Background: an optimization exercise with open tools, aiming at small area. Do not read the settings as production practice. Only the layout flow was run in this run; the RTL was not checked for function there. Power figures rest on the tool's default switching activity, not on a simulated workload.

### design/flow/run.sh
#!/bin/bash
# synth_recipe.tcl (not shown) runs the flow's synth.tcl, then flattens the netlist and writes it again
# the make line also repeats each setting of config.mk as NAME=value (left out here)
make -C /OpenROAD-flow-scripts/flow DESIGN_CONFIG=/design/flow/config.mk WORK_HOME=/design/flow/orfs CLKGATE_MAP_FILE= SYNTH_SCRIPT=/design/flow/synth_recipe.tcl finish
### design/flow/config.mk
export PLATFORM = sky130hd
export DESIGN_NAME = force_wb_scheduler
export DESIGN_NICKNAME = force_wb_scheduler
export VERILOG_FILES = /design/flow/design.v
export SDC_FILE = /design/flow/constraint.sdc
export NUM_CORES = 4
export LEC_CHECK = 0
export CAP_MARGIN = 20
export CORE_MARGIN = 2
export CORE_UTILIZATION = 40
export SLEW_MARGIN = 20
### design/flow/constraint.sdc
create_clock -name core_clock -period 6.0 [get_ports {clk}]
set_input_delay 1.2000 -clock core_clock [delete_from_list [all_inputs] [get_ports {clk}]]
set_output_delay 1.2000 -clock core_clock [all_outputs]
set_load 0.01 [all_outputs]
### design/flow/design.v
module force_wb_scheduler #(
  parameter int NUM_SRC    = 4,
  parameter int WB_WIDTH   = 112,
  parameter int FIFO_DEPTH = 8
) (
  input  logic                        clk,
  input  logic                        rst,
  input  logic                        phase_done,
  input  logic [NUM_SRC*WB_WIDTH-1:0] src_wb_out,
  input  logic [NUM_SRC-1:0]          src_wb_valid,
  input  logic [NUM_SRC-1:0]          src_all_ref_issued,
  output logic [NUM_SRC-1:0]          src_ready,
  output logic [NUM_SRC-1:0]          src_start_wb,
  output logic [WB_WIDTH-1:0]         net_out,
  output logic                        net_valid,
  input  logic                        net_ready,
  output logic                        busy,
  output logic                        wb_done,
  output logic                        overflow
);
  localparam int AW = $clog2(FIFO_DEPTH);
  localparam int CW = AW + 1;
  localparam int SW = (NUM_SRC > 1) ? $clog2(NUM_SRC) : 1;
  localparam logic [CW-1:0] DEPTH_C  = FIFO_DEPTH;
  localparam logic [CW-1:0] ALMOST_C = FIFO_DEPTH - 1;
  localparam logic [SW-1:0] LAST_SRC = NUM_SRC - 1;
  typedef enum logic [1:0] {IDLE, START, DRAIN, FLUSH} state_t;
  state_t state, next_state;
  logic [SW-1:0] cur_src, next_src;
  logic [SW-1:0] rr_ptr, sel;
  logic any_valid;
  logic [NUM_SRC-1:0] push, pop, nonempty, start_vec;
  logic [NUM_SRC-1:0][WB_WIDTH-1:0] head;
  for (genvar g = 0; g < NUM_SRC; g++) begin : g_src
    logic [WB_WIDTH-1:0] mem [FIFO_DEPTH];
    logic [AW-1:0] wr_ptr, rd_ptr;
    logic [CW-1:0] count;
    localparam logic [SW-1:0] GI = g;
    assign nonempty[g] = (count != '0);
    assign head[g] = mem[rd_ptr];
    assign pop[g] = any_valid && net_ready && (sel == GI);
    assign push[g] = src_wb_valid[g] && ((count < DEPTH_C) || pop[g]);
    assign src_ready[g] = (count < ALMOST_C);
    always_ff @(posedge clk) begin
      if (push[g]) mem[wr_ptr] <= src_wb_out[g*WB_WIDTH +: WB_WIDTH];
    end
    always_ff @(posedge clk or negedge rst) begin
      if (!rst) begin
        wr_ptr <= '0;
        rd_ptr <= '0;
        count  <= '0;
      end else begin
        if (push[g]) wr_ptr <= wr_ptr + 1'b1;
        if (pop[g])  rd_ptr <= rd_ptr + 1'b1;
        count <= count + {{AW{1'b0}}, push[g]} - {{AW{1'b0}}, pop[g]};
      end
    end
  end
  logic [SW:0] cand;
  always_comb begin
    cand = '0;
    sel = rr_ptr;
    any_valid = 1'b0;
    for (int i = NUM_SRC - 1; i >= 0; i--) begin
      cand = {1'b0, rr_ptr} + i[SW:0];
      if (cand >= NUM_SRC) cand = cand - NUM_SRC;
      if (nonempty[cand[SW-1:0]]) begin
        sel = cand[SW-1:0];
        any_valid = 1'b1;
      end
    end
  end
  assign net_valid = any_valid;
  assign net_out   = any_valid ? head[sel] : '0;
  always_ff @(posedge clk or negedge rst) begin
    if (!rst) begin
      rr_ptr <= '0;
    end else if (any_valid && net_ready) begin
      rr_ptr <= (sel == LAST_SRC) ? '0 : sel + 1'b1;
    end
  end
  always_ff @(posedge clk or negedge rst) begin
    if (!rst) begin
      state   <= IDLE;
      cur_src <= '0;
    end else begin
      state   <= next_state;
      cur_src <= next_src;
    end
  end
  always_comb begin
    next_state = state;
    next_src   = cur_src;
    start_vec  = '0;
    wb_done    = 1'b0;
    case (state)
      IDLE: begin
        if (phase_done) begin
          next_state = START;
          next_src   = '0;
        end
      end
      START: begin
        start_vec[cur_src] = 1'b1;
        next_state = DRAIN;
      end
      DRAIN: begin
        if (src_all_ref_issued[cur_src]) begin
          if (cur_src == LAST_SRC) begin
            next_state = FLUSH;
          end else begin
            next_src   = cur_src + 1'b1;
            next_state = START;
          end
        end
      end
      FLUSH: begin
        if (nonempty == '0) begin
          wb_done    = 1'b1;
          next_state = IDLE;
        end
      end
      default: next_state = IDLE;
    endcase
  end
  assign src_start_wb = start_vec;
  assign busy = (state != IDLE);
  logic [NUM_SRC-1:0] refused;
  assign refused = src_wb_valid & ~push;
  always_ff @(posedge clk or negedge rst) begin
    if (!rst) overflow <= 1'b0;
    else if (|refused) overflow <= 1'b1;
  end
endmodule
==> run notes <==
[cell usage in the layout (no fill, tap or decap), drive strengths merged, types with 5 or more instances in the layout]
cell type,instances
dfrtp,47
nor4b,7
clkinv,178
inv,54
xnor2,14
nand2b,8
nor3b,5
bufinv,19
clkinvlp,14
o211ai,226
a31oi,5
xor2,9
clkdlybuf4s50,581
clkbuf,474
nand3,7
nor2,15
edfxtp,3584
mux2i,224
mux2,232
and2,6
nand2,243
nor4,6
ha,37
a21oi,119
o21ai,6
diode,73
mux4,897
nor3,12
buf,248
[metrics by stage]
stage          power, mW  hold WS [ps]  TNS (ps)
2_1_floorplan      49.28         480.5  -3640360
5_1_grt            88.36         421.3    -17.51
3_5_place_dp       63.24         524.9         0
6_report           85.14         402.1         0
3_3_place_gp       63.03         508.2         0
4_1_cts            86.30         360.9         0
[power groups by stage]
| stage | Clock [mW] | Sequential, mW | Combinational [mW] |
|---|---|---|---|
| floorplan | 0 | 32.2 | 17.1 |
| global route | 23.9 | 32.5 | 31.9 |
| CTS | 22.9 | 32.4 | 31.0 |
| global placement | 0 | 32.7 | 30.3 |
| detailed placement | 0 | 32.9 | 30.4 |
| finish | 22.4 | 32.3 | 30.4 |
[synthesized netlist by cell type, types with 8 or more instances]
| cell | count | area (um^2) |
|---|---|---|
| xnor2_1 | 14 | 122.6 |
| buf_1 | 46 | 172.7 |
| clkbuf_1 | 216 | 810.8 |
| buf_2 | 82 | 410.4 |
| ha_1 | 37 | 462.9 |
| mux2_2 | 230 | 2590 |
| mux2i_1 | 224 | 2242 |
| nand2_1 | 242 | 908.4 |
| inv_1 | 38 | 142.6 |
| nor2_1 | 14 | 52.55 |
| dfrtp_1 | 47 | 1176 |
| mux4_2 | 897 | 20200 |
| nand2b_1 | 8 | 50.05 |
| edfxtp_1 | 3584 | 107600 |
| o211ai_1 | 225 | 1689 |
| nor3_1 | 11 | 55.05 |
| a21oi_1 | 119 | 595.6 |
| xor2_1 | 9 | 78.83 |
[layout make-up]
class,count,area (um^2),area share [%]
diodes,73,182.7,0.1099
multi-input cells,2111,30290,18.21
repair inverters,1,8.758,0.005267
well taps,4599,5754,3.460
flip-flops and latches,3631,108800,65.46
clock buffers,473,10020,6.023
repair buffers,833,9159,5.508
inverters,43,190.2,0.1144
clock inverters,221,1847,1.111
[routing by layer]
layer | track usage (%) | share of wire, %
met2 | 35.91 | 51
met5 | 0 | 0.20
met1 | 25.79 | 37
met4 | 7.588 | 4.0
met3 | 5.100 | 7.9
[flip-flops by register name, summed over array words and instances (netlist names)]
signal        cells
g_src.wr_ptr     12
rr_ptr            2
overflow          1
g_src.mem      3584
g_src.count      16
cur_src           2
state             2
g_src.rd_ptr     12
[worst max-delay path, cell delays in order, from the launching register on]
cell and delay [ps]:
dfrtp_1 410, inv_1 90, ha_1 150, or3b_1 510
o21a_1 430, nor2_4 390, buf_6 450, o211ai_1 200
a21oi_1 420, clkdlybuf4s50_1 630
[cell families (layout without fill, tap and decap cells)]
| family | after synthesis | in the layout | share of synthesized area (%) |
|---|---|---|---|
| xor gates and xnor gates | 23 | 23 | 0.1438 |
| adders and majority gates | 41 | 41 | 0.3876 |
| buffers and inverters | 388 | 1571 | 1.118 |
| and+or+nand+nor | 321 | 322 | 1.016 |
| DFF | 3631 | 3631 | 77.66 |
| other | 0 | 73 | 0 |
| AOI/OAI and AO/OA | 372 | 372 | 1.794 |
| muxes | 1353 | 1353 | 17.88 |
[how the worst min path moves through the flow]
stage / start / endpoint / slack [ps] / cells after the start
after detailed placement: g_src[3].wr_ptr[0]$_DFFE_PN0P_ / g_src[3].wr_ptr[0]$_DFFE_PN0P_ / 520 / 1
final: rst / g_src[3].rd_ptr[2]$_DFFE_PN0P_ / 400 / 2
after global routing: rst / g_src[3].rd_ptr[2]$_DFFE_PN0P_ / 420 / 2
after floorplan: g_src[3].wr_ptr[0]$_DFFE_PN0P_ / g_src[3].wr_ptr[0]$_DFFE_PN0P_ / 480 / 1
after global placement: g_src[3].wr_ptr[0]$_DFFE_PN0P_ / g_src[3].wr_ptr[0]$_DFFE_PN0P_ / 510 / 1
after CTS: rst / g_src[3].rd_ptr[2]$_DFFE_PN0P_ / 360 / 2
[timing repair]
action                                  in CTS  in global routing
hold endpoints to repair                     0                  0
cloned                                       4                  1
setup buffers                                3                  3
resized for setup                           37                 11
pin swaps                                   12                  3
endpoints found under the setup margin     112                 21
==> results.yml <==
run_status:
  status: "finished clean"
floorplanning:
  core_um2: 348900
  dieHeight_um: 595.8
  die-area_um2: 355000
  io_pins: 584
  die_width_um: 595.8
  row_count: 217
  start_util_pct: 40.16
clocking:
  clkTransAtPathRegs_ps: 60
  cts-buffers-inserted: 383
  htreeDepth: 5
  cts_tree: "built"
  cts_max_path_buffers: 4
  clock-root-buffer: "clkbuf_16"
  hold_buffers: 0
  cts_sinks: 3631
  clk_latency_ps: 930
power_and_ir_drop:
  p_leak_nw: 52.31
  peakVddDrop_mv: 0.6246
  pwr-share-seq_pct: 37.9
  p_per_area_nw_per_um2: 512.0
  swShare_pct: 33.38
  p_comb_share_pct: 35.7
  internal_power_mw: 56.72
  switchingPower_mw: 28.42
  p_clk_share_pct: 26.4
layout:
  instances_no_fill: 11985
  utilization_pct: 47.66
  fillers: 28204
  finish.instance_area_um2: 166300
  area_growth_pct: 18.69
  final_nets: 7505
  final_layout_size_suffix_gt1_share_pct: 27.28
synth:
  synthCells: 6129
  synth_area_um2: 140100
  synth_seq_cells: 3631
  syn_avg_cell_area_um2: 22.86
  synth_edf_count: 3584
  ys_types: 56
  synth_fp_nets: 6630
  yosysWarnings: 1
  async_reset_ff_share_pct: 1.294
  yosysSeqAreaShare_pct: 77.66
  synthFlopType: "edfxtp_1"
worst_setup_path:
  r2r_slack_ps: 1040
  arrival_ps: 4710
  startpoint: "g_src[3].count[3]$_DFF_PN0_"
  path_class: "reg -> out"
  reg2regPathDepth: 14
  rr_startpoint: "g_src[3].count[3]$_DFF_PN0_"
  crit_path_start_kind: "flop"
  crit_path_end: "net_out[72]"
  critPathRequiredTime_ps: 4800
  timing.rr.end: "g_src[3].mem[6][111]$_DFFE_PP_"
  endpoint_kind: "output pin"
  critical_path.max_fanout: 49
timing:
  max_freq_mhz: 169.2
  slew-limit-headroom_pct: 30.54
  period_needed_ps: 5912
  worst_slack_ps: 88.25
  finalSetupViolCount: 0
  final.period_utilization_pct: 98.53
  hold_viol_final: 0
  skew_ps: 56.92
  slew_violations: 0
  tightest_slew_ps: 1042
route:
  drc: 0
  drt-vias-per-instance: 5.543
  wl_per_cell_um: 31.47
  ant_nets: 0
  drt_iter0_drc: 6504
  dr.pass1.iters: 5
  finalWirelength_um: 377200
  vias: 66432
global_route:
  first_global_vias: 68324
  track_usage_pct: 20.95
  grt-ovfl-total: 0
  antenna_found_initial: 184
  grt_max_degree: 115
  grt_pass1_wl_um: 526200
hold_path:
  worstHoldPathType: "in -> async"
placement:
  detailedPlace.worstSlack_ps: 224.5
  hpwlAfterDp_um: 232700
  numPortBuffers: 583
  place_area_um2: 153900
  placed_cells: 11207
  place_congestion: 0.8441
job:
  cap_violations: 0

-- re-timing with driven ports --
How much do the figures lean on ideal ports? The routed layout below was timed once more, with nothing changed but the port constraints. Step 1: set_driving_cell puts a clkbuf_16 on clk and a buf_2 on each other input, an assumption about the parent block. Step 2 moves the port delays by t, midway between the first and last clock arrival at a register: inputs arrive t later, outputs are due t later. That takes back most of the time a late clock gives input paths. a / b / c = ideal ports / drivers / drivers and shift; a / b = the first two.
t, ns: 1.022
setup slack, ns: 0.088 / -0.025 / 0.998
pins driven straight from the clock port: 1
After both steps this run still meets setup and hold. For this run, drivers alone change the setup slack by -0.113 ns; drivers and shift together by +0.910 ns.
